Background: an optimization exercise with open tools, aiming at small area, a short achievable clock period and few clock cycles per item. Do not read the settings as production practice.
The RTL was checked by simulation tests, not by an equivalence proof against the original design.
Power figures rest on the tool's default switching activity, not on a simulated workload.

==> design/flow/design.v <==
package lbbc_pkg;
	localparam int SLOT_COUNT     = 32;
	localparam int SLOT_BITS      = 5;
	localparam int TAG_BLOCK_BITS = 32;
	localparam int REF_BITS       = 8;
	localparam int DCNT_BITS      = 6;
	localparam logic [DCNT_BITS-1:0] FLUSH_THRESHOLD_RESET = 6'd29;
	localparam logic [REF_BITS-1:0]  REF_MAX = 8'hFF;
	typedef enum logic [1:0] {
		OP_GET      = 2'd0,
		OP_RELEASE  = 2'd1,
		OP_MARK     = 2'd2,
		OP_TRANSFER = 2'd3
	} op_t;
	typedef enum logic [1:0] {
		ST_OK      = 2'd0,
		ST_NOFREE  = 2'd1,
		ST_NOREF   = 2'd2,
		ST_SATUR   = 2'd3
	} status_t;
	typedef struct packed {
		logic                 load;       
		logic                 scan_clr;   
		logic                 scan_step;  
		logic                 commit;     
		logic                 promote;    
	} ctl_cmd_t;
	typedef struct packed {
		logic scan_last;    
		logic promote_req;  
	} ctl_sts_t;
endpackage
import lbbc_pkg::*;
module lbbc_ctrl (
	input  logic     clk,
	input  logic     arst_n,
	input  logic     in_valid,
	output logic     in_ready,
	input  logic     in_is_get,
	input  logic     out_ready,
	output logic     out_valid,
	input  lbbc_pkg::ctl_sts_t sts,
	output lbbc_pkg::ctl_cmd_t cmd
);
	typedef enum logic [2:0] {S_IDLE, S_SCAN, S_COMMIT, S_PROMOTE, S_OUT} state_t;
	state_t state_q;
	assign in_ready = (state_q == S_IDLE);
	always_comb begin
		cmd = '0;
		cmd.load      = in_valid && in_ready;
		cmd.scan_clr  = in_valid && in_ready;
		cmd.scan_step = (state_q == S_SCAN);
		cmd.commit    = (state_q == S_COMMIT);
		cmd.promote   = (state_q == S_PROMOTE) && sts.promote_req;
	end
	always_ff @(posedge clk or negedge arst_n) begin
		if (!arst_n) begin
			state_q   <= S_IDLE;
			out_valid <= 1'b0;
		end else begin
			case (state_q)
				S_IDLE: if (in_valid) state_q <= in_is_get ? S_SCAN : S_COMMIT;
				S_SCAN: if (sts.scan_last) state_q <= S_COMMIT;
				S_COMMIT: state_q <= S_PROMOTE;
				S_PROMOTE: begin
					state_q   <= S_OUT;
					out_valid <= 1'b1;
				end
				S_OUT: if (out_ready) begin
					state_q   <= S_IDLE;
					out_valid <= 1'b0;
				end
				default: state_q <= S_IDLE;
			endcase
		end
	end
endmodule
import lbbc_pkg::*;
module lbbc_datapath (
	input  logic                      clk,
	input  logic                      arst_n,
	input  lbbc_pkg::ctl_cmd_t                cmd,
	output lbbc_pkg::ctl_sts_t                sts,
	input  logic [1:0]                in_op,
	input  logic [7:0]                in_dev,
	input  logic [31:0]               in_blk,
	input  logic [SLOT_BITS-1:0]      in_slot,
	input  logic [DCNT_BITS-1:0]      threshold,
	output logic [1:0]                res_status,
	output logic [SLOT_BITS-1:0]      res_slot,
	output logic                      res_hit,
	output logic                      res_needs_read,
	output logic                      res_flush,
	output logic [DCNT_BITS-1:0]      res_dcnt
);
	logic [7:0]                tag_dev_q [SLOT_COUNT];
	logic [TAG_BLOCK_BITS-1:0] tag_blk_q [SLOT_COUNT];
	logic [SLOT_COUNT-1:0]     valid_q, dirty_q;
	logic [REF_BITS-1:0]       ref_q [SLOT_COUNT];
	logic [SLOT_BITS-1:0]      rank_q [SLOT_COUNT];
	logic [1:0]                op_q;
	logic [7:0]                dev_q;
	logic [TAG_BLOCK_BITS-1:0] blk_q;
	logic [SLOT_BITS-1:0]      slot_q;
	logic [SLOT_BITS-1:0]      idx_q;
	logic                      hit_f_q, vic_f_q, prom_q;
	logic [SLOT_BITS-1:0]      hit_s_q, hit_r_q, vic_s_q, vic_r_q;
	logic [DCNT_BITS-1:0]      dcnt_q;
	logic                      match, freec;
	logic [SLOT_BITS-1:0]      prom_r;
	assign match = (tag_dev_q[idx_q] == dev_q) && (tag_blk_q[idx_q] == blk_q);
	assign freec = (ref_q[idx_q] == '0) && !dirty_q[idx_q];
	assign prom_r = rank_q[slot_q];
	assign sts.scan_last = (idx_q == SLOT_BITS'(SLOT_COUNT-1));
	assign sts.promote_req = prom_q;
	always_ff @(posedge clk or negedge arst_n) begin
		if (!arst_n) begin
			valid_q <= '0;
			dirty_q <= '0;
			dcnt_q  <= '0;
			idx_q   <= '0;
			hit_f_q <= 1'b0;
			vic_f_q <= 1'b0;
			prom_q  <= 1'b0;
			res_status <= '0;
			res_slot <= '0;
			res_hit <= 1'b0;
			res_needs_read <= 1'b0;
			res_flush <= 1'b0;
			res_dcnt <= '0;
			for (int i = 0; i < SLOT_COUNT; i++) begin
				tag_dev_q[i] <= '0;
				tag_blk_q[i] <= '0;
				ref_q[i]     <= '0;
				rank_q[i]    <= SLOT_BITS'(SLOT_COUNT-1-i);
			end
		end else begin
			if (cmd.load) begin
				op_q   <= in_op;
				dev_q  <= in_dev;
				blk_q  <= in_blk[TAG_BLOCK_BITS-1:0];
				slot_q <= in_slot;
				prom_q <= 1'b0;
			end
			if (cmd.scan_clr) begin
				idx_q   <= '0;
				hit_f_q <= 1'b0;
				vic_f_q <= 1'b0;
			end
			if (cmd.scan_step) begin
				idx_q <= idx_q + 1'b1;
				if (match && (!hit_f_q || rank_q[idx_q] < hit_r_q)) begin
					hit_f_q <= 1'b1;
					hit_s_q <= idx_q;
					hit_r_q <= rank_q[idx_q];
				end
				if (freec && (!vic_f_q || rank_q[idx_q] > vic_r_q)) begin
					vic_f_q <= 1'b1;
					vic_s_q <= idx_q;
					vic_r_q <= rank_q[idx_q];
				end
			end
			if (cmd.commit) begin
				res_status <= ST_OK;
				res_slot <= '0;
				res_hit <= 1'b0;
				res_needs_read <= 1'b0;
				res_flush <= 1'b0;
				res_dcnt <= dcnt_q;
				case (op_q)
					OP_GET: begin
						res_flush <= (dcnt_q >= threshold);
						if (hit_f_q) begin
							res_slot <= hit_s_q;
							res_hit <= 1'b1;
							res_needs_read <= !valid_q[hit_s_q];
							if (ref_q[hit_s_q] == REF_MAX) res_status <= ST_SATUR;
							else ref_q[hit_s_q] <= ref_q[hit_s_q] + 1'b1;
						end else if (vic_f_q) begin
							res_slot <= vic_s_q;
							res_needs_read <= 1'b1;
							tag_dev_q[vic_s_q] <= dev_q;
							tag_blk_q[vic_s_q] <= blk_q;
							valid_q[vic_s_q] <= 1'b0;
							ref_q[vic_s_q] <= REF_BITS'(1);
						end else begin
							res_status <= ST_NOFREE;
						end
					end
					OP_RELEASE: begin
						if (ref_q[slot_q] == '0) res_status <= ST_NOREF;
						else begin
							ref_q[slot_q] <= ref_q[slot_q] - 1'b1;
							prom_q <= (ref_q[slot_q] == REF_BITS'(1));
						end
					end
					OP_MARK: begin
						if (ref_q[slot_q] == '0) res_status <= ST_NOREF;
						else if (!dirty_q[slot_q]) begin
							dirty_q[slot_q] <= 1'b1;
							dcnt_q <= dcnt_q + 1'b1;
							res_dcnt <= dcnt_q + 1'b1;
						end
					end
					default: begin
						valid_q[slot_q] <= 1'b1;
						if (dirty_q[slot_q]) begin
							dirty_q[slot_q] <= 1'b0;
							dcnt_q <= dcnt_q - 1'b1;
							res_dcnt <= dcnt_q - 1'b1;
						end
					end
				endcase
			end
			if (cmd.promote) begin
				prom_q <= 1'b0;
				for (int i = 0; i < SLOT_COUNT; i++)
					if (rank_q[i] < prom_r) rank_q[i] <= rank_q[i] + 1'b1;
				rank_q[slot_q] <= '0;
			end
		end
	end
endmodule
import lbbc_pkg::*;
module lru_block_buffer_cache_unit (
	input  logic        clk,
	input  logic        arst_n,
	input  logic        s_axis_tvalid,
	output logic        s_axis_tready,
	input  logic [47:0] s_axis_tdata,   
	output logic        m_axis_tvalid,
	input  logic        m_axis_tready,
	output logic [15:0] m_axis_tdata,   
	input  logic        cfg_we,
	input  logic [5:0]  cfg_wdata
);
	lbbc_pkg::ctl_cmd_t          cmd;
	lbbc_pkg::ctl_sts_t          sts;
	logic [DCNT_BITS-1:0] thr_q;
	logic [1:0]           st;
	logic [SLOT_BITS-1:0] gs;
	logic                 h, nr, fl;
	logic [DCNT_BITS-1:0] dc;
	always_ff @(posedge clk or negedge arst_n) begin
		if (!arst_n) thr_q <= FLUSH_THRESHOLD_RESET;
		else if (cfg_we) thr_q <= cfg_wdata;
	end
	lbbc_ctrl u_ctrl (
		.clk       (clk),
		.arst_n    (arst_n),
		.in_valid  (s_axis_tvalid),
		.in_ready  (s_axis_tready),
		.in_is_get (s_axis_tdata[1:0] == OP_GET),
		.out_ready (m_axis_tready),
		.out_valid (m_axis_tvalid),
		.sts       (sts),
		.cmd       (cmd)
	);
	lbbc_datapath u_dp (
		.clk            (clk),
		.arst_n         (arst_n),
		.cmd            (cmd),
		.sts            (sts),
		.in_op          (s_axis_tdata[1:0]),
		.in_dev         (s_axis_tdata[9:2]),
		.in_blk         (s_axis_tdata[41:10]),
		.in_slot        (s_axis_tdata[46:42]),
		.threshold      (thr_q),
		.res_status     (st),
		.res_slot       (gs),
		.res_hit        (h),
		.res_needs_read (nr),
		.res_flush      (fl),
		.res_dcnt       (dc)
	);
	assign m_axis_tdata = {dc, fl, nr, h, gs, st};
endmodule
==> design/flow/run.sh <==
#!/bin/bash
# synth_recipe.tcl (not shown) runs the flow's synth.tcl, then flattens the netlist and writes it again
# the make line also repeats each setting of config.mk as NAME=value (left out here)
make -C /OpenROAD-flow-scripts/flow DESIGN_CONFIG=/design/flow/config.mk WORK_HOME=/design/flow/orfs CLKGATE_MAP_FILE= SYNTH_SCRIPT=/design/flow/synth_recipe.tcl finish
==> design/flow/config.mk <==
export PLATFORM = sky130hd
export DESIGN_NAME = lru_block_buffer_cache_unit
export DESIGN_NICKNAME = lru_block_buffer_cache_unit
export VERILOG_FILES = /design/flow/design.v
export SDC_FILE = /design/flow/constraint.sdc
export NUM_CORES = 4
export LEC_CHECK = 0
export CAP_MARGIN = 20
export CORE_MARGIN = 2
export CORE_UTILIZATION = 40
export SLEW_MARGIN = 20
==> design/flow/constraint.sdc <==
create_clock -name core_clock -period 13.0 [get_ports {clk}]
set_input_delay 2.6000 -clock core_clock [delete_from_list [all_inputs] [get_ports {clk}]]
set_output_delay 2.6000 -clock core_clock [all_outputs]
set_load 0.01 [all_outputs]
==> run notes <==
power by group:
| group | internal, mW | switching [mW] | total [mW] |
|---|---|---|---|
| clock | 3.71 | 2.69 | 6.40 |
| combinational | 1.49 | 3.27 | 4.75 |
| sequential | 6.49 | 1.15 | 7.64 |
| total | 11.7 | 7.11 | 18.8 |
worst min-delay path by stage:
stage                                startpoint                    end  slack, ns
final                        u_dp.res_status[0]     u_dp.res_status[0]       0.47
after global routing         u_dp.res_status[0]     u_dp.res_status[0]       0.50
after CTS                 u_dp.tag_dev_q[26][0]  u_dp.tag_dev_q[26][0]       0.48
after detailed placement  u_dp.tag_dev_q[26][0]  u_dp.tag_dev_q[26][0]       0.46
after global placement       u_dp.res_status[0]     u_dp.res_status[0]       0.45
after floorplan           u_dp.tag_dev_q[23][4]  u_dp.tag_dev_q[23][4]       0.44
metal layers:
metal | global-route usage | up-vias | wire length (um)
li1 | - | 31500 | -
met1 | 0.504 | 41600 | 188000
met2 | 0.579 | 5281 | 208000
met3 | 0.0856 | 1478 | 45700
met4 | 0.271 | 20 | 39600
met5 | 0 | - | 127
logic make-up (layout without fill, tap and decap cells):
| family | after synthesis | count (layout) | share of synthesized area |
|---|---|---|---|
| AO/OA/AOI/OAI | 1926 | 1926 | 0.143 |
| XOR/XNOR | 89 | 89 | 0.00821 |
| adder cells (fa/ha/maj) | 207 | 207 | 0.0273 |
| buffers and inverters | 810 | 882 | 0.0340 |
| flip-flops | 1861 | 1861 | 0.495 |
| multiplexers | 1562 | 1562 | 0.187 |
| other | 0 | 33 | 0 |
| AND/OR/NAND/NOR | 1980 | 1980 | 0.105 |
state kept, by name (all words and copies together), names as in the netlist, 6 cells and up, named ones only:
name,flops
thr_q,6
u_dp.blk_q,32
u_dp.dev_q,8
u_dp.rank_q,160
u_dp.ref_q,256
u_dp.res_dcnt,6
u_dp.tag_blk_q,1024
u_dp.tag_dev_q,256
u_dp.valid_q,32
worst reg2reg max path, delay by kind of cell (launching register included):
family / cells / cell delay (ns)
buffers and inverters: 3 / 1.53
adders and majority gates: 2 / 1.39
DFF: 1 / 0.99
and+or+nand+nor: 7 / 2.34
AOI/OAI and AO/OA: 5 / 1.74
through the flow:
step / instance area [um^2] / hold WS [ns] / utilization
floorplan: 95000 / 0.443 / -
global placement: 100000 / 0.453 / 0.425
detailed placement: 100000 / 0.464 / 0.426
CTS: 108000 / 0.478 / 0.457
global route: 108000 / 0.495 / 0.458
finish: 108000 / 0.468 / 0.458
area by class of cell:
cell class              count  share of cell area
flip-flops and latches   1861               0.435
multi-input cells        5764               0.423
clock buffers             309              0.0575
well taps                3150              0.0365
repair buffers            404              0.0320
clock inverters            84              0.0116
inverters                  85             0.00295
diodes                     33            0.000765
cell usage after synthesis (all sizes together), types with 30 or more instances:
library cell and number:
nor3 90, a21o 33, nor4 47, dfrtp 1710, o22ai 101, dfstp 84
buf 152, a221oi 97, mux2i 209, nand3 217, a31oi 45, xor2 58
o31ai 42, a22o 99, a32oi 34, o211ai 40, xnor2 31, nor2b 46
inv 82, nand2 758, ha 206, and3 50, mux4 39, a21oi 147
and2 34, mux2 1314, a32o 32, nand4 168, nor2 278, nand3b 49
edfxtp 67, a2111oi 30, clkbuf 573, a22oi 364, or4 41, a222oi 57
o21ai 570
==> results.ini <==
[status]
outcome=complete, no violations

[setup_path]
ff2ff_path_depth=17
crit_arrival_ns=8.89
required_ns=13.60
cpMaxStageDelayCell=ha_2
r2r-start=u_dp.idx_q[0]
worstPathMaxFanout=18
cp_num_cells=17
cpLargestDelayFamily=simple AND/OR/NAND/NOR gates
end_kind=flip-flop
reg2reg_setup_slack_ns=4.71
crit_start=u_dp.idx_q[0]
critPathBufInv=3
start_kind=flip-flop
cp_slowest_stage_delay_ns=1.02
crit_chain=ha_2 > buf_4 > nor4bb_4 > buf_4 > a221oi_1 > nand4_1 > nor4_1 > a21oi_1 > ha_1 > and4_1 > a221oi_1 > o21a_1 > o22ai_1 > nor4_1 > nand4b_1 > nor2_1 > buf_4
crit_type=reg -> reg
crit_end=u_dp.hit_r_q[3]
r2r_end=u_dp.hit_r_q[3]
cp_common_cell=buf_4

[finish]
final_cells=11700
drive_gt1_frac=0.262
mostFrequentLayoutCells=dfrtp_1, mux2_2, nand2_1
seq_area_um2=47000
nets=8591
nFillCells=21800
multiInputGateArea_um2=45700
final_common_cell=dfrtp_1
syn_to_final_growth_pct=13.7

[synthesis]
synth_area_per_cell_um2=11.3
async_flop_share=0.964
syn_area_um2=95000
synth_top_area_cell=dfrtp_1
synthFlopType=dfrtp_1
synthDistinctLibCells=95
synthCells=8435
synth_top_area_share=0.451
netlist_top_cells_area=dfrtp_1, mux2_2, nand2_1
synth.net_count=8701
yosys_warnings=7
synth_edf_count=67
synth-seq-cells=1861
seq_area_frac_synth=0.495

[die]
fp.dieW_um=491
io_pins=77
start_util=0.403
core_um2=236000
fp.dieH_um=491
dieArea_um2=241000
rows=178

[timing]
final_hold_viol_count=0
rsz0062_at_grt=no
post-route-min-period_ns=8.29
slew_violations=0
finalCritPeriodShare=0.638
fin_tns_setup_ns=0
fin_ws_ns=4.71
max_freq_mhz=121
skew_ns=0.101
worstMarginPinSlew_ns=1.29
finalSetupViolCount=0
slew_headroom=0.128

[placed_design]
routabilityCongestion=1.02
portBuffers=75
dp_cells=11300
dp_hpwl_um=316000
pre_cts_slack_ns=5.06

[global_routing]
grt_pass1_vias=76100
grt_max_degree=188
grt-ovfl-total=0
grt_usage=0.389
antenna_found_initial=54
grt_pass1_wl_um=654000

[clocking]
clock_sinks=1861
cts_setup_buffers=0
clock_path_buffers=3
cts_resized=0
cts_hold_buffers=0
ctsRootBufferMaster=clkbuf_16
clk_latency_ns=0.90
cts_tree=built
htreeDepth=4
path_clk_slew_ns=0.06
cts-buffers-inserted=209

[detailed_routing]
routed_wl_um=481000
post_drt_wl_per_cell_um=41.2
drt-initial-drc-count=11300
route.detailed.drc=0
viasPerCell=6.83
drt-pass1-iter-count=7
antenna_left=0
vias=79900

[power]
power_density_nw_per_um2=174
total_power_mw=18.8
vdd_ir_drop_max_mv=0.180
leakage_nw=47.8

[min_path]
min_path_cells=2
hp-class=reg -> reg

[flow_run]
max-cap-violations=0

Testbench counts, summed over its fixed seeds: cycles 55,040, items 3,200.

## what the ideal ports hide
How much do the figures lean on ideal ports? The routed layout below was timed once more, with nothing changed but the port constraints. Step 1, drivers: a clkbuf_16 drives clk and a buf_2 each remaining input, both assumed. Step 2 times the ports against the registers' clock, not the clock port: input delays grow and output delays shrink by t, the midpoint of the rising clock arrivals with the driver on. Slacks: no drivers / after step 1 / after step 2; pairs: no drivers / after step 1.
t (ns): 0.959
setup WS [ns]: 4.707 / 4.707 / 4.707
worst setup path at the end: register to register
clock arrival spread, ns: 0.104 / 0.104
pins driven straight from the clock port: 1
After both steps this run still meets setup and hold. The setup slack of this run moves by 0.000 ns with the drivers and by 0.000 ns with both steps.
